Background: an optimization exercise with open tools, aiming at small area, a short achievable clock period and few clock cycles per item. Do not read the settings as production practice. No run shown here included a check of the RTL's function; only the layout flow was run. No activity file was given, so power comes from the tool's default toggle rates.

==> flow/design.v (outline; a module is shown in full before it is edited, if it fits) <==
// module qkv_ctrl: 41 lines
// module operand_fetch: 93 lines
// module mac_unit: 1781 lines
// module csa_fa: 10 lines
// module booth_pp: 10 lines
// module csa_x2: 7 lines
// module csa_ha: 9 lines
// module cpa32: 268 lines
// module add16: 111 lines
// module result_writer: 24 lines
// module qkv_top: 60 lines
module qkv_top #(
	parameter int num_proj = 3
) (
	input  logic        clk,
	input  logic        reset_n,
	input  logic        dut_valid,
	output logic        dut_ready,
	output logic [15:0] input_read_address,
	input  logic [31:0] input_read_data,
	output logic [15:0] weight_read_address,
	input  logic [31:0] weight_read_data,
	output logic        result_write_enable,
	output logic [15:0] result_write_address,
	output logic [31:0] result_write_data
);
  // ...
==> flow/flow/run.sh <==
#!/bin/bash
set -e
MARGIN=6
cat >> config.mk <<EOS
export SETUP_SLACK_MARGIN = $MARGIN
export BUFFER_PORTS_ARGS = -buffer_cell sky130_fd_sc_hd__buf_2
export CTS_ARGS = -sink_clustering_enable -repair_clock_nets -dont_use_dummy_load -sink_clustering_size 30 -sink_clustering_max_diameter 60
EOS
bash standard.sh > standard.log 2>&1
==> flow/standard.sh <==
#!/bin/bash
# synth_recipe.tcl (not shown) runs the flow's synth.tcl, then flattens the netlist and writes it again
# the make line also repeats each setting of config.mk as NAME=value (left out here)
make -C /OpenROAD-flow-scripts/flow DESIGN_CONFIG=/design/flow/config.mk WORK_HOME=/design/flow/orfs CLKGATE_MAP_FILE= SYNTH_SCRIPT=/design/flow/synth_recipe.tcl "${@:-finish}"
==> flow/config.mk <==
export PLATFORM = sky130hd
export DESIGN_NAME = qkv_top
export DESIGN_NICKNAME = qkv_top
export VERILOG_FILES = /design/flow/design.v
export SDC_FILE = /design/flow/constraint.sdc
export NUM_CORES = 4
export LEC_CHECK = 0
export CAP_MARGIN = 20
export CORE_MARGIN = 2
export CORE_UTILIZATION = 40
export SLEW_MARGIN = 20
export SYNTH_HIERARCHICAL = 1
export SYNTH_MINIMUM_KEEP_SIZE = 0
export SETUP_SLACK_MARGIN = 6
export BUFFER_PORTS_ARGS = -buffer_cell sky130_fd_sc_hd__buf_2
export CTS_ARGS = -sink_clustering_enable -repair_clock_nets -dont_use_dummy_load -sink_clustering_size 30 -sink_clustering_max_diameter 60
==> flow/constraint.sdc <==
create_clock -name core_clock -period 9.0 [get_ports {clk}]
set_input_delay 1.8000 -clock core_clock [delete_from_list [all_inputs] [get_ports {clk}]]
set_output_delay 1.8000 -clock core_clock [all_outputs]
set_load 0.01 [all_outputs]
==> results list, run 1 <==
- The run finished with no timing, DRC or antenna violations.
- GRT met3 Usage: 0.0382
* Number of fillers in the final layout: 6952
- By count the netlist is led by 410 x sky130_fd_sc_hd__dfxtp_1, 336 x sky130_fd_sc_hd__xnor2_1, 255 x sky130_fd_sc_hd__fa_1, 157 x sky130_fd_sc_hd__a22oi_1, 149 x sky130_fd_sc_hd__nand2_1.
- Power spread over the standard cell area amounts to 284 nW/µm².
- Routed wire length on met2: 37.8 mm
* Logic inverters: 33
- The number of antenna violations at the first check in global routing was 15.
- The H-tree generated during clock tree synthesis spans 2 levels.
* Multi-input combinational area share: 0.548
- PnR worst setup slack: 6030 ps
- Met1 Routed Length: 33.0 mm
* WL/cell: 21.6 µm
- Boundary Pins: 149
- Fin. Hold Viols: 0
* Simple-gate share of the synthesized area: 0.0997
* Mean area per synthesized cell: 11.4 µm²
* Vias in the first global route: ~22000
* Seq/Total Area, Yosys: 0.365
- The startpoint identified for the worst register-to-register timing path is u_mac_unit.a_r[17].
- Routed via count: 20675
- Post-synth EDFFs: 93
- Overall die height: roughly 280 µm
- Across every metal layer, demand over resource in global routing totals 0.203.
* Area share of fa/ha/maj cells after synthesis: 0.206
- The largest registers in the layout are u_mac_unit.a_r: 32 flops, u_mac_unit.acc_s: 32 flops, u_result_writer.result_write_data: 32 flops.
- Clock group power: 1700 µW
* Max-cap check violation count: 0
- Count of buffers added by post-CTS timing repair for setup: 1
- In this run, distinct cell masters in the synthesized netlist total 96.
- Cell with the largest stage delay on the worst path: sky130_fd_sc_hd__dfxtp_4
* Stage delay of the slowest cell on the critical path: 400 ps
- Core Region: 74600 µm²
- Of the total power, the share spent switching nets is 0.369.
- The later pin in the worst-skew pair is clocked with a latency of 620 ps.
- The critical path is of the reg2out type.
- Across the VDD grid, the largest voltage drop is roughly 0.17 mV.
* Total die area: 77600 µm²
- Sum of negative setup slack: 0 ps
- In this run the number of cells on the critical path is 1.
- Share of the core filled with cells in the final layout: 0.436
- Clock transition at the registers of the reported paths: 80 ps
- The clock passes through at most 3 buffers.
- The largest part of the power goes to combinational cells.
==> run 2, diff against run 1 <==
--- a/flow/design.v
+++ b/flow/design.v
@@ -1130,18 +1130,20 @@
 			hi = b_in[2*i+1];
 			md = b_in[2*i];
 			lo = (i == 0) ? 1'b0 : b_in[2*i-1];
 			e_neg[i] = hi;
 			e_one[i] = md ^ lo;
 			e_two[i] = (hi & ~md & ~lo) | (~hi & md & lo);
 		end
 	end
+	logic [15:0] a_hi;
+	operand_reg #(.W(32)) u_a_lo (.clk(clk), .d(a_in), .q(a_r));
+	operand_reg #(.W(16)) u_a_hi (.clk(clk), .d(a_in[15:0]), .q(a_hi));
 	always_ff @(posedge clk) begin
-		a_r   <= a_in;
 		b_neg <= e_neg;
 		b_one <= e_one;
 		b_two <= e_two;
 	end
 	assign acc_g_s = first ? 32'd0 : acc_s;
 	assign acc_g_c = first ? 32'd0 : acc_c;
 	assign pp0_0 = (b_one[0] & a_r[0]) ^ b_neg[0];
 	assign pp0_1 = ((b_one[0] & a_r[1]) | (b_two[0] & a_r[0])) ^ b_neg[0];
@@ -1338,88 +1340,88 @@
 	assign pp7_24 = ((b_one[7] & a_r[10]) | (b_two[7] & a_r[9])) ^ b_neg[7];
 	assign pp7_25 = ((b_one[7] & a_r[11]) | (b_two[7] & a_r[10])) ^ b_neg[7];
 	assign pp7_26 = ((b_one[7] & a_r[12]) | (b_two[7] & a_r[11])) ^ b_neg[7];
 	assign pp7_27 = ((b_one[7] & a_r[13]) | (b_two[7] & a_r[12])) ^ b_neg[7];
 	assign pp7_28 = ((b_one[7] & a_r[14]) | (b_two[7] & a_r[13])) ^ b_neg[7];
 	assign pp7_29 = ((b_one[7] & a_r[15]) | (b_two[7] & a_r[14])) ^ b_neg[7];
 	assign pp7_30 = ((b_one[7] & a_r[16]) | (b_two[7] & a_r[15])) ^ b_neg[7];
 	assign pp7_31 = ((b_one[7] & a_r[17]) | (b_two[7] & a_r[16])) ^ b_neg[7];
-	assign pp8_16 = (b_one[8] & a_r[0]) ^ b_neg[8];
-	assign pp8_17 = ((b_one[8] & a_r[1]) | (b_two[8] & a_r[0])) ^ b_neg[8];
-	assign pp8_18 = ((b_one[8] & a_r[2]) | (b_two[8] & a_r[1])) ^ b_neg[8];
-	assign pp8_19 = ((b_one[8] & a_r[3]) | (b_two[8] & a_r[2])) ^ b_neg[8];
-	assign pp8_20 = ((b_one[8] & a_r[4]) | (b_two[8] & a_r[3])) ^ b_neg[8];
-	assign pp8_21 = ((b_one[8] & a_r[5]) | (b_two[8] & a_r[4])) ^ b_neg[8];
-	assign pp8_22 = ((b_one[8] & a_r[6]) | (b_two[8] & a_r[5])) ^ b_neg[8];
-	assign pp8_23 = ((b_one[8] & a_r[7]) | (b_two[8] & a_r[6])) ^ b_neg[8];
-	assign pp8_24 = ((b_one[8] & a_r[8]) | (b_two[8] & a_r[7])) ^ b_neg[8];
-	assign pp8_25 = ((b_one[8] & a_r[9]) | (b_two[8] & a_r[8])) ^ b_neg[8];
-	assign pp8_26 = ((b_one[8] & a_r[10]) | (b_two[8] & a_r[9])) ^ b_neg[8];
-	assign pp8_27 = ((b_one[8] & a_r[11]) | (b_two[8] & a_r[10])) ^ b_neg[8];
-	assign pp8_28 = ((b_one[8] & a_r[12]) | (b_two[8] & a_r[11])) ^ b_neg[8];
-	assign pp8_29 = ((b_one[8] & a_r[13]) | (b_two[8] & a_r[12])) ^ b_neg[8];
-	assign pp8_30 = ((b_one[8] & a_r[14]) | (b_two[8] & a_r[13])) ^ b_neg[8];
-	assign pp8_31 = ((b_one[8] & a_r[15]) | (b_two[8] & a_r[14])) ^ b_neg[8];
-	assign pp9_18 = (b_one[9] & a_r[0]) ^ b_neg[9];
-	assign pp9_19 = ((b_one[9] & a_r[1]) | (b_two[9] & a_r[0])) ^ b_neg[9];
-	assign pp9_20 = ((b_one[9] & a_r[2]) | (b_two[9] & a_r[1])) ^ b_neg[9];
-	assign pp9_21 = ((b_one[9] & a_r[3]) | (b_two[9] & a_r[2])) ^ b_neg[9];
-	assign pp9_22 = ((b_one[9] & a_r[4]) | (b_two[9] & a_r[3])) ^ b_neg[9];
-	assign pp9_23 = ((b_one[9] & a_r[5]) | (b_two[9] & a_r[4])) ^ b_neg[9];
-	assign pp9_24 = ((b_one[9] & a_r[6]) | (b_two[9] & a_r[5])) ^ b_neg[9];
-	assign pp9_25 = ((b_one[9] & a_r[7]) | (b_two[9] & a_r[6])) ^ b_neg[9];
-	assign pp9_26 = ((b_one[9] & a_r[8]) | (b_two[9] & a_r[7])) ^ b_neg[9];
-	assign pp9_27 = ((b_one[9] & a_r[9]) | (b_two[9] & a_r[8])) ^ b_neg[9];
-	assign pp9_28 = ((b_one[9] & a_r[10]) | (b_two[9] & a_r[9])) ^ b_neg[9];
-	assign pp9_29 = ((b_one[9] & a_r[11]) | (b_two[9] & a_r[10])) ^ b_neg[9];
-	assign pp9_30 = ((b_one[9] & a_r[12]) | (b_two[9] & a_r[11])) ^ b_neg[9];
-	assign pp9_31 = ((b_one[9] & a_r[13]) | (b_two[9] & a_r[12])) ^ b_neg[9];
-	assign pp10_20 = (b_one[10] & a_r[0]) ^ b_neg[10];
-	assign pp10_21 = ((b_one[10] & a_r[1]) | (b_two[10] & a_r[0])) ^ b_neg[10];
-	assign pp10_22 = ((b_one[10] & a_r[2]) | (b_two[10] & a_r[1])) ^ b_neg[10];
-	assign pp10_23 = ((b_one[10] & a_r[3]) | (b_two[10] & a_r[2])) ^ b_neg[10];
-	assign pp10_24 = ((b_one[10] & a_r[4]) | (b_two[10] & a_r[3])) ^ b_neg[10];
-	assign pp10_25 = ((b_one[10] & a_r[5]) | (b_two[10] & a_r[4])) ^ b_neg[10];
-	assign pp10_26 = ((b_one[10] & a_r[6]) | (b_two[10] & a_r[5])) ^ b_neg[10];
-	assign pp10_27 = ((b_one[10] & a_r[7]) | (b_two[10] & a_r[6])) ^ b_neg[10];
-	assign pp10_28 = ((b_one[10] & a_r[8]) | (b_two[10] & a_r[7])) ^ b_neg[10];
-	assign pp10_29 = ((b_one[10] & a_r[9]) | (b_two[10] & a_r[8])) ^ b_neg[10];
-	assign pp10_30 = ((b_one[10] & a_r[10]) | (b_two[10] & a_r[9])) ^ b_neg[10];
-	assign pp10_31 = ((b_one[10] & a_r[11]) | (b_two[10] & a_r[10])) ^ b_neg[10];
-	assign pp11_22 = (b_one[11] & a_r[0]) ^ b_neg[11];
-	assign pp11_23 = ((b_one[11] & a_r[1]) | (b_two[11] & a_r[0])) ^ b_neg[11];
-	assign pp11_24 = ((b_one[11] & a_r[2]) | (b_two[11] & a_r[1])) ^ b_neg[11];
-	assign pp11_25 = ((b_one[11] & a_r[3]) | (b_two[11] & a_r[2])) ^ b_neg[11];
-	assign pp11_26 = ((b_one[11] & a_r[4]) | (b_two[11] & a_r[3])) ^ b_neg[11];
-	assign pp11_27 = ((b_one[11] & a_r[5]) | (b_two[11] & a_r[4])) ^ b_neg[11];
-	assign pp11_28 = ((b_one[11] & a_r[6]) | (b_two[11] & a_r[5])) ^ b_neg[11];
-	assign pp11_29 = ((b_one[11] & a_r[7]) | (b_two[11] & a_r[6])) ^ b_neg[11];
-	assign pp11_30 = ((b_one[11] & a_r[8]) | (b_two[11] & a_r[7])) ^ b_neg[11];
-	assign pp11_31 = ((b_one[11] & a_r[9]) | (b_two[11] & a_r[8])) ^ b_neg[11];
-	assign pp12_24 = (b_one[12] & a_r[0]) ^ b_neg[12];
-	assign pp12_25 = ((b_one[12] & a_r[1]) | (b_two[12] & a_r[0])) ^ b_neg[12];
-	assign pp12_26 = ((b_one[12] & a_r[2]) | (b_two[12] & a_r[1])) ^ b_neg[12];
-	assign pp12_27 = ((b_one[12] & a_r[3]) | (b_two[12] & a_r[2])) ^ b_neg[12];
-	assign pp12_28 = ((b_one[12] & a_r[4]) | (b_two[12] & a_r[3])) ^ b_neg[12];
-	assign pp12_29 = ((b_one[12] & a_r[5]) | (b_two[12] & a_r[4])) ^ b_neg[12];
-	assign pp12_30 = ((b_one[12] & a_r[6]) | (b_two[12] & a_r[5])) ^ b_neg[12];
-	assign pp12_31 = ((b_one[12] & a_r[7]) | (b_two[12] & a_r[6])) ^ b_neg[12];
-	assign pp13_26 = (b_one[13] & a_r[0]) ^ b_neg[13];
-	assign pp13_27 = ((b_one[13] & a_r[1]) | (b_two[13] & a_r[0])) ^ b_neg[13];
-	assign pp13_28 = ((b_one[13] & a_r[2]) | (b_two[13] & a_r[1])) ^ b_neg[13];
-	assign pp13_29 = ((b_one[13] & a_r[3]) | (b_two[13] & a_r[2])) ^ b_neg[13];
-	assign pp13_30 = ((b_one[13] & a_r[4]) | (b_two[13] & a_r[3])) ^ b_neg[13];
-	assign pp13_31 = ((b_one[13] & a_r[5]) | (b_two[13] & a_r[4])) ^ b_neg[13];
-	assign pp14_28 = (b_one[14] & a_r[0]) ^ b_neg[14];
-	assign pp14_29 = ((b_one[14] & a_r[1]) | (b_two[14] & a_r[0])) ^ b_neg[14];
-	assign pp14_30 = ((b_one[14] & a_r[2]) | (b_two[14] & a_r[1])) ^ b_neg[14];
-	assign pp14_31 = ((b_one[14] & a_r[3]) | (b_two[14] & a_r[2])) ^ b_neg[14];
-	assign pp15_30 = (b_one[15] & a_r[0]) ^ b_neg[15];
-	assign pp15_31 = ((b_one[15] & a_r[1]) | (b_two[15] & a_r[0])) ^ b_neg[15];
+	assign pp8_16 = (b_one[8] & a_hi[0]) ^ b_neg[8];
+	assign pp8_17 = ((b_one[8] & a_hi[1]) | (b_two[8] & a_hi[0])) ^ b_neg[8];
+	assign pp8_18 = ((b_one[8] & a_hi[2]) | (b_two[8] & a_hi[1])) ^ b_neg[8];
+	assign pp8_19 = ((b_one[8] & a_hi[3]) | (b_two[8] & a_hi[2])) ^ b_neg[8];
+	assign pp8_20 = ((b_one[8] & a_hi[4]) | (b_two[8] & a_hi[3])) ^ b_neg[8];
+	assign pp8_21 = ((b_one[8] & a_hi[5]) | (b_two[8] & a_hi[4])) ^ b_neg[8];
+	assign pp8_22 = ((b_one[8] & a_hi[6]) | (b_two[8] & a_hi[5])) ^ b_neg[8];
+	assign pp8_23 = ((b_one[8] & a_hi[7]) | (b_two[8] & a_hi[6])) ^ b_neg[8];
+	assign pp8_24 = ((b_one[8] & a_hi[8]) | (b_two[8] & a_hi[7])) ^ b_neg[8];
+	assign pp8_25 = ((b_one[8] & a_hi[9]) | (b_two[8] & a_hi[8])) ^ b_neg[8];
+	assign pp8_26 = ((b_one[8] & a_hi[10]) | (b_two[8] & a_hi[9])) ^ b_neg[8];
+	assign pp8_27 = ((b_one[8] & a_hi[11]) | (b_two[8] & a_hi[10])) ^ b_neg[8];
+	assign pp8_28 = ((b_one[8] & a_hi[12]) | (b_two[8] & a_hi[11])) ^ b_neg[8];
+	assign pp8_29 = ((b_one[8] & a_hi[13]) | (b_two[8] & a_hi[12])) ^ b_neg[8];
+	assign pp8_30 = ((b_one[8] & a_hi[14]) | (b_two[8] & a_hi[13])) ^ b_neg[8];
+	assign pp8_31 = ((b_one[8] & a_hi[15]) | (b_two[8] & a_hi[14])) ^ b_neg[8];
+	assign pp9_18 = (b_one[9] & a_hi[0]) ^ b_neg[9];
+	assign pp9_19 = ((b_one[9] & a_hi[1]) | (b_two[9] & a_hi[0])) ^ b_neg[9];
+	assign pp9_20 = ((b_one[9] & a_hi[2]) | (b_two[9] & a_hi[1])) ^ b_neg[9];
+	assign pp9_21 = ((b_one[9] & a_hi[3]) | (b_two[9] & a_hi[2])) ^ b_neg[9];
+	assign pp9_22 = ((b_one[9] & a_hi[4]) | (b_two[9] & a_hi[3])) ^ b_neg[9];
+	assign pp9_23 = ((b_one[9] & a_hi[5]) | (b_two[9] & a_hi[4])) ^ b_neg[9];
+	assign pp9_24 = ((b_one[9] & a_hi[6]) | (b_two[9] & a_hi[5])) ^ b_neg[9];
+	assign pp9_25 = ((b_one[9] & a_hi[7]) | (b_two[9] & a_hi[6])) ^ b_neg[9];
+	assign pp9_26 = ((b_one[9] & a_hi[8]) | (b_two[9] & a_hi[7])) ^ b_neg[9];
+	assign pp9_27 = ((b_one[9] & a_hi[9]) | (b_two[9] & a_hi[8])) ^ b_neg[9];
+	assign pp9_28 = ((b_one[9] & a_hi[10]) | (b_two[9] & a_hi[9])) ^ b_neg[9];
+	assign pp9_29 = ((b_one[9] & a_hi[11]) | (b_two[9] & a_hi[10])) ^ b_neg[9];
+	assign pp9_30 = ((b_one[9] & a_hi[12]) | (b_two[9] & a_hi[11])) ^ b_neg[9];
+	assign pp9_31 = ((b_one[9] & a_hi[13]) | (b_two[9] & a_hi[12])) ^ b_neg[9];
+	assign pp10_20 = (b_one[10] & a_hi[0]) ^ b_neg[10];
+	assign pp10_21 = ((b_one[10] & a_hi[1]) | (b_two[10] & a_hi[0])) ^ b_neg[10];
+	assign pp10_22 = ((b_one[10] & a_hi[2]) | (b_two[10] & a_hi[1])) ^ b_neg[10];
+	assign pp10_23 = ((b_one[10] & a_hi[3]) | (b_two[10] & a_hi[2])) ^ b_neg[10];
+	assign pp10_24 = ((b_one[10] & a_hi[4]) | (b_two[10] & a_hi[3])) ^ b_neg[10];
+	assign pp10_25 = ((b_one[10] & a_hi[5]) | (b_two[10] & a_hi[4])) ^ b_neg[10];
+	assign pp10_26 = ((b_one[10] & a_hi[6]) | (b_two[10] & a_hi[5])) ^ b_neg[10];
+	assign pp10_27 = ((b_one[10] & a_hi[7]) | (b_two[10] & a_hi[6])) ^ b_neg[10];
+	assign pp10_28 = ((b_one[10] & a_hi[8]) | (b_two[10] & a_hi[7])) ^ b_neg[10];
+	assign pp10_29 = ((b_one[10] & a_hi[9]) | (b_two[10] & a_hi[8])) ^ b_neg[10];
+	assign pp10_30 = ((b_one[10] & a_hi[10]) | (b_two[10] & a_hi[9])) ^ b_neg[10];
+	assign pp10_31 = ((b_one[10] & a_hi[11]) | (b_two[10] & a_hi[10])) ^ b_neg[10];
+	assign pp11_22 = (b_one[11] & a_hi[0]) ^ b_neg[11];
+	assign pp11_23 = ((b_one[11] & a_hi[1]) | (b_two[11] & a_hi[0])) ^ b_neg[11];
+	assign pp11_24 = ((b_one[11] & a_hi[2]) | (b_two[11] & a_hi[1])) ^ b_neg[11];
+	assign pp11_25 = ((b_one[11] & a_hi[3]) | (b_two[11] & a_hi[2])) ^ b_neg[11];
+	assign pp11_26 = ((b_one[11] & a_hi[4]) | (b_two[11] & a_hi[3])) ^ b_neg[11];
+	assign pp11_27 = ((b_one[11] & a_hi[5]) | (b_two[11] & a_hi[4])) ^ b_neg[11];
+	assign pp11_28 = ((b_one[11] & a_hi[6]) | (b_two[11] & a_hi[5])) ^ b_neg[11];
+	assign pp11_29 = ((b_one[11] & a_hi[7]) | (b_two[11] & a_hi[6])) ^ b_neg[11];
+	assign pp11_30 = ((b_one[11] & a_hi[8]) | (b_two[11] & a_hi[7])) ^ b_neg[11];
+	assign pp11_31 = ((b_one[11] & a_hi[9]) | (b_two[11] & a_hi[8])) ^ b_neg[11];
+	assign pp12_24 = (b_one[12] & a_hi[0]) ^ b_neg[12];
+	assign pp12_25 = ((b_one[12] & a_hi[1]) | (b_two[12] & a_hi[0])) ^ b_neg[12];
+	assign pp12_26 = ((b_one[12] & a_hi[2]) | (b_two[12] & a_hi[1])) ^ b_neg[12];
+	assign pp12_27 = ((b_one[12] & a_hi[3]) | (b_two[12] & a_hi[2])) ^ b_neg[12];
+	assign pp12_28 = ((b_one[12] & a_hi[4]) | (b_two[12] & a_hi[3])) ^ b_neg[12];
+	assign pp12_29 = ((b_one[12] & a_hi[5]) | (b_two[12] & a_hi[4])) ^ b_neg[12];
+	assign pp12_30 = ((b_one[12] & a_hi[6]) | (b_two[12] & a_hi[5])) ^ b_neg[12];
+	assign pp12_31 = ((b_one[12] & a_hi[7]) | (b_two[12] & a_hi[6])) ^ b_neg[12];
+	assign pp13_26 = (b_one[13] & a_hi[0]) ^ b_neg[13];
+	assign pp13_27 = ((b_one[13] & a_hi[1]) | (b_two[13] & a_hi[0])) ^ b_neg[13];
+	assign pp13_28 = ((b_one[13] & a_hi[2]) | (b_two[13] & a_hi[1])) ^ b_neg[13];
+	assign pp13_29 = ((b_one[13] & a_hi[3]) | (b_two[13] & a_hi[2])) ^ b_neg[13];
+	assign pp13_30 = ((b_one[13] & a_hi[4]) | (b_two[13] & a_hi[3])) ^ b_neg[13];
+	assign pp13_31 = ((b_one[13] & a_hi[5]) | (b_two[13] & a_hi[4])) ^ b_neg[13];
+	assign pp14_28 = (b_one[14] & a_hi[0]) ^ b_neg[14];
+	assign pp14_29 = ((b_one[14] & a_hi[1]) | (b_two[14] & a_hi[0])) ^ b_neg[14];
+	assign pp14_30 = ((b_one[14] & a_hi[2]) | (b_two[14] & a_hi[1])) ^ b_neg[14];
+	assign pp14_31 = ((b_one[14] & a_hi[3]) | (b_two[14] & a_hi[2])) ^ b_neg[14];
+	assign pp15_30 = (b_one[15] & a_hi[0]) ^ b_neg[15];
+	assign pp15_31 = ((b_one[15] & a_hi[1]) | (b_two[15] & a_hi[0])) ^ b_neg[15];
 	csa_fa u_s2_fa0 (.a(b_neg[1]), .b(pp0_2), .c(pp1_2), .s(s2_fs0), .co(s2_fc0));
 	csa_fa u_s2_fa1 (.a(pp0_3), .b(pp1_3), .c(s2_fc0), .s(s2_fs1), .co(s2_fc1));
 	csa_fa u_s2_fa2 (.a(b_neg[2]), .b(pp0_4), .c(pp1_4), .s(s2_fs2), .co(s2_fc2));
 	csa_fa u_s2_fa3 (.a(pp2_4), .b(s2_fs2), .c(s2_fc1), .s(s2_fs3), .co(s2_fc3));
 	csa_fa u_s2_fa4 (.a(pp0_5), .b(pp1_5), .c(pp2_5), .s(s2_fs4), .co(s2_fc4));
 	csa_fa u_s2_fa5 (.a(b_neg[3]), .b(pp0_6), .c(pp1_6), .s(s2_fs5), .co(s2_fc5));
 	csa_fa u_s2_fa6 (.a(pp2_6), .b(pp3_6), .c(s2_fc4), .s(s2_fs6), .co(s2_fc6));
 	csa_fa u_s2_fa7 (.a(pp0_7), .b(pp1_7), .c(pp2_7), .s(s2_fs7), .co(s2_fc7));
@@ -1931,16 +1933,26 @@
 	input  logic two,
 	input  logic neg,
 	input  logic a,
 	input  logic a1,
 	output logic pp
 );
 	assign pp = ((one & a) | (two & a1)) ^ neg;
 endmodule
+module operand_reg #(
+	parameter int W = 32
+) (
+	input  logic         clk,
+	input  logic [W-1:0] d,
+	output logic [W-1:0] q
+);
+	always_ff @(posedge clk)
+		q <= d;
+endmodule
 module csa_x2 (
 	input  logic a,
 	input  logic b,
 	output logic s
 );
 	assign s = a ^ b;
 endmodule
 module csa_ha (
==> run 2 against run 1 <==
Still clean. Power grew 0.71%. Count of clock-buffer cells in the layout shrank 1. Die area grew 0.88%. Largest cell class unchanged. Largest power group unchanged.
==> results list, run 2 <==
- Fmax achieved: 336 MHz
- Fin. Hold Viols: 0 (unchanged)
- The area fraction in compound gates after synthesis was 0.142.
* Number of cells in the finished layout apart from fillers: about 3700
* Worst clock skew on the final layout: 82.8 ps
- Top library cells by usage in the layout, fill and taps aside: 371 x sky130_fd_sc_hd__dfxtp_1, 336 x sky130_fd_sc_hd__xnor2_1, 255 x sky130_fd_sc_hd__fa_1
* Crit end category: primary output
* Final net count: 3120
* Cell with the largest stage delay on the worst path: sky130_fd_sc_hd__dfxtp_4
- The post-synthesis cell type count is 97 (+1.0%).
- Count of routing violations after the opening detailed-route iteration: 1576
- The core box area is 75700 µm² (+1.5%).
- Largest net degree at the start of global routing: 64
* Classification of the worst setup path: reg2out
* Stage delay of the slowest cell on the critical path: 420 ps (+20 ps)
* Part of the cycle the worst path needs: 0.330
- The final layout contains routed wiring with a total length of 79.1 mm.
- Together, buffers and inverters on the worst path number 1.
- The post-detailed-route wirelength per cell came to 21.5 µm (-0.48%).
- Overall power consumption after layout is estimated at 9290 µW.
- Power density over the cells: 285 nW/µm² (+0.50%)
* Final Setup Violations: 0
- The finished cells cover roughly 33000 µm².
* Overall die height: 280 µm (+0.44%)
* Most numerous cell in the Yosys netlist: sky130_fd_sc_hd__dfxtp_1
- The full die area came to 78300 µm² (+0.88%).
* RSZ-0062 raised after global routing: no
- The I/O pin total was 149 (unchanged).
- Dividing the detail-routed via count by the number of cells gives 5.61.
* Worst VDD drop: 0.175 mV (+2.7%)
- The net switching fraction of the power was 0.367 (-0.00207).
- Multiplexer area fraction after synthesis: 0.00999
- In this run the power spent charging and discharging nets is 3410 µW.
- The clock insertion delay at the later pin of the skew report is 630 ps (about the same).
- Share of the synthesized area in the top cell type: 0.280
- Clock buffer count from CTS: 45
- The total track usage was 0.201 (-0.00127).
- Of all nets on the critical path, the largest fanout is 7.
- The share of total power dissipated in the clock network is 0.183.
- Category of the worst setup path launch point: register
- After detailed routing, the number of remaining DRC violations is 0.
- Syn Inst Count: 2673
- The number of global-route vias before repair came to 21530 (+0.037%).
- Leading registers by flop count: u_mac_unit.acc_s: 32 flops, u_mac_unit.u_a_lo.q: 32 flops, u_result_writer.result_write_data: 32 flops
* Post-synthesis sequential element count: 519
- Growth of design area from synthesis to finish: 6.96%
- Commonest register cell after synthesis: sky130_fd_sc_hd__dfxtp_1
- Share of cells above drive strength 1: 0.153
- Simple-gate share of the synthesized area: 0.0989 (-0.000886)
- The number of buffers on the longest clock path is 3 (unchanged).
- Internal power comes to 5880 µW.
- The total negative slack for setup checks is 0 ps (unchanged).
- Library cell occupying the most area in the post-synthesis netlist: sky130_fd_sc_hd__dfxtp_1
- Detailed-routing iteration count for the pre-antenna-repair pass: 5
- Clock transition at the registers of the reported paths: 60 ps (-20 ps)
- The library cell used most frequently in the layout, excluding fill and tap cells, is sky130_fd_sc_hd__dfxtp_1.
- The final-report max-slew violation count came to 0.
- Worst hold path type: reg2reg
- Cells taking the most area after synthesis: sky130_fd_sc_hd__dfxtp_1 28%, sky130_fd_sc_hd__fa_1 17%, sky130_fd_sc_hd__xnor2_1 9.7%
- Total cell area at the placement stage: 31300 µm²
* CTS sink count: 519
- The detail route stage leaves a number of antenna-violating nets equal to 0.
* PnR worst setup slack: 6030 ps (-1.84 ps)
* Port-buffer cells: ~150
* Max transition margin: 0.325
- TritonCTS built the clock tree.
- At the worst endpoint, the required time is just over 7000 ps.
- Summed over all cells, the static leakage comes to about 0.012 µW.
- Die outline width: between 200 and 300 µm
* Residual overflow from global routing: 0
- Comb power frac: 0.448
* Final HPWL from detailed placement: 56.4 mm
* Post-synthesis async set-or-reset flop share: 0
* Antenna violations before repair: 14 (-1)
* Count of standard-cell rows: slightly above 100
* Seq/Total Area, Yosys: 0.372 (+0.00729)
- Fraction of synthesized cell area in xor and xnor cells: 0.124
- Final weighted congestion of routability-driven global placement: 0.872
* Share of power burned in registers: 0.369
- Placed instance count: between 3000 and 4000
- Arrival time reported for the critical path endpoint: 1170 ps
* Status: no timing/DRC/antenna violations
* Main combinational cell family by area after synthesis: adder cells
* Syn. warnings: 12
- Post-synth EDFFs: 93 (unchanged)
- Post-synthesis cell area: 30400 µm²
* Max-cap check violation count: 0 (unchanged)
* First-pass GRT wire length: 124 mm
* Fin crit period: slightly below 3000 ps
- The mean cell area of the mapped netlist was 11.4 µm² (+0.22%).
- Number of H-tree levels: 2 (unchanged)
* Largest delay share family, worst path: flip-flops
- The adder-cell area share of the yosys netlist is 0.204 (-0.00183).
- Initial cell density of the core: 0.402
- For the pin with the worst max-slew slack, the measured transition is 1010 ps.
- Clock root buffer master: sky130_fd_sc_hd__clkbuf_16
* Setup slack after placement: roughly 6000 ps
- Routed via count: 20706 (+0.15%)
- The signal on the critical path passes through buf_2.
- List of most frequent post-synthesis cells: 426 x sky130_fd_sc_hd__dfxtp_1, 336 x sky130_fd_sc_hd__xnor2_1, 255 x sky130_fd_sc_hd__fa_1, 191 x sky130_fd_sc_hd__a22oi_1, 149 x sky130_fd_sc_hd__nand2_1
==> run 2: changes by cell type in the layout (fill, tap and decap cells not counted), sizes merged <==
| cell | change |
|---|---|
| dfxtp | +16 |
| clkinvlp | -1 |
| clkinv | +1 |
| diode | -1 |
| buf | -11 |
| clkbuf | -1 |
==> run 2: logic make-up after synthesis <==
family,count (synthesis)
compound gates,567
simple gates,556
fa+ha+maj,344
mux,29
buf+inv,225
xor+xnor,431
flops,519
other cells,2
==> run 2: path summary, 6_finish.rpt <==
path / from / endpoint / slack [ps] / depth (start not counted)
worst max-delay path: u_operand_fetch.weight_read_address[11] / weight_read_address[11] / 6030 / 1
worst min-delay path: u_qkv_ctrl.first_s2 / u_qkv_ctrl.first_s3 / 330 / 0
worst max register to register: u_mac_unit.b_two[6] / u_mac_unit.mid_24_3 / 6090 / 5
worst min register to register: u_qkv_ctrl.first_s2 / u_qkv_ctrl.first_s3 / 330 / 0
==> run 2: repair_timing <==
| item | in CTS | in global routing |
|---|---|---|
| hold buffers | 0 | 0 |
| setup buffers | 1 | 3 |
| endpoints found under the setup margin | 40 | 31 |
| gates resized for setup | 46 | 23 |
==> run 2: per-module statistics from Yosys, one instance, submodules excluded, a selection <==
module,times used,cells inside,cell area (µm²),flip-flops and latches
mac_unit,1,1040,11300,230
csa_x2,34,1,8.76,0
qkv_ctrl,1,34,465,17
csa_fa,255,1,20.0,0
cpa32,1,117,853,0
result_writer,1,114,1410,49
csa_ha,69,1,12.5,0
add16,1,55,402,0
==> run 2: metrics by stage <==
| stage | hold slack, ps | util |
|---|---|---|
| floorplan | 310 | - |
| CTS | 329 | 0.429 |
| global route | 336 | 0.430 |
| detailed placement | 314 | 0.413 |
| finish | 327 | 0.430 |
| global placement | 314 | 0.413 |
==> run 2: per-layer routing <==
metal	track usage	part of all wire	vias up
met5	0	0.0018	-
met4	0.0705	0.030	20
met3	0.0401	0.070	190
met2	0.332	0.47	795
met1	0.263	0.42	10332
li1	-	-	9369
==> run 2: power by group through the flow <==
stage	Combinational, µW	Clock, µW	Sequential, µW
after global routing	4860	1840	3500
after CTS	4260	1760	3440
after global placement	4030	0	3480
final	4160	1700	3430
after floorplan	3070	0	3360
after detailed placement	4240	0	3490
==> run 2: worst register-to-register path: stages, from the launching register on <==
cell and delay (ps):
sky130_fd_sc_hd__dfxtp_1 890, sky130_fd_sc_hd__a22oi_1 190, sky130_fd_sc_hd__xnor2_1 210, sky130_fd_sc_hd__fa_1 460, sky130_fd_sc_hd__fa_1 550, sky130_fd_sc_hd__fa_1 420
==> run 2: final cells by class <==
type                    count  area [µm²]
fillers                  7003       43100
multi-input cells        1930       17700
flip-flops and latches    519       11400
well taps                 978        1220
clock buffers              45        1130
repair buffers            180         988
inverters                  33         124
diodes                      3        7.51

==> afterwards: timing with drivers on the ports <==
The flow's constraints put no driver on any port. The routed layouts listed below were extracted and timed again, unchanged, in two steps.
Step 1: set_driving_cell puts a clkbuf_16 on clk and a buf_2 on each other input, an assumption about the parent block.
Step 2 also shifts input and output timing later by t, the mid clock arrival at the registers, as if the neighbouring blocks saw the same clock.
Slacks: ideal ports / drivers / drivers and shift; pairs: ideal ports / drivers.
| run | t, ns | slack for setup (ns) | worst setup path at the end | worst register clock-pin slew, ns |
|---|---|---|---|---|
| run 1 | 0.642 | 6.030 / 5.963 / 6.037 | register to register | 0.10 / 0.10 |
| run 2 | 0.642 | 6.028 / 5.965 / 6.088 | register to register | 0.10 / 0.10 |
After both steps every run listed still meets setup and hold.
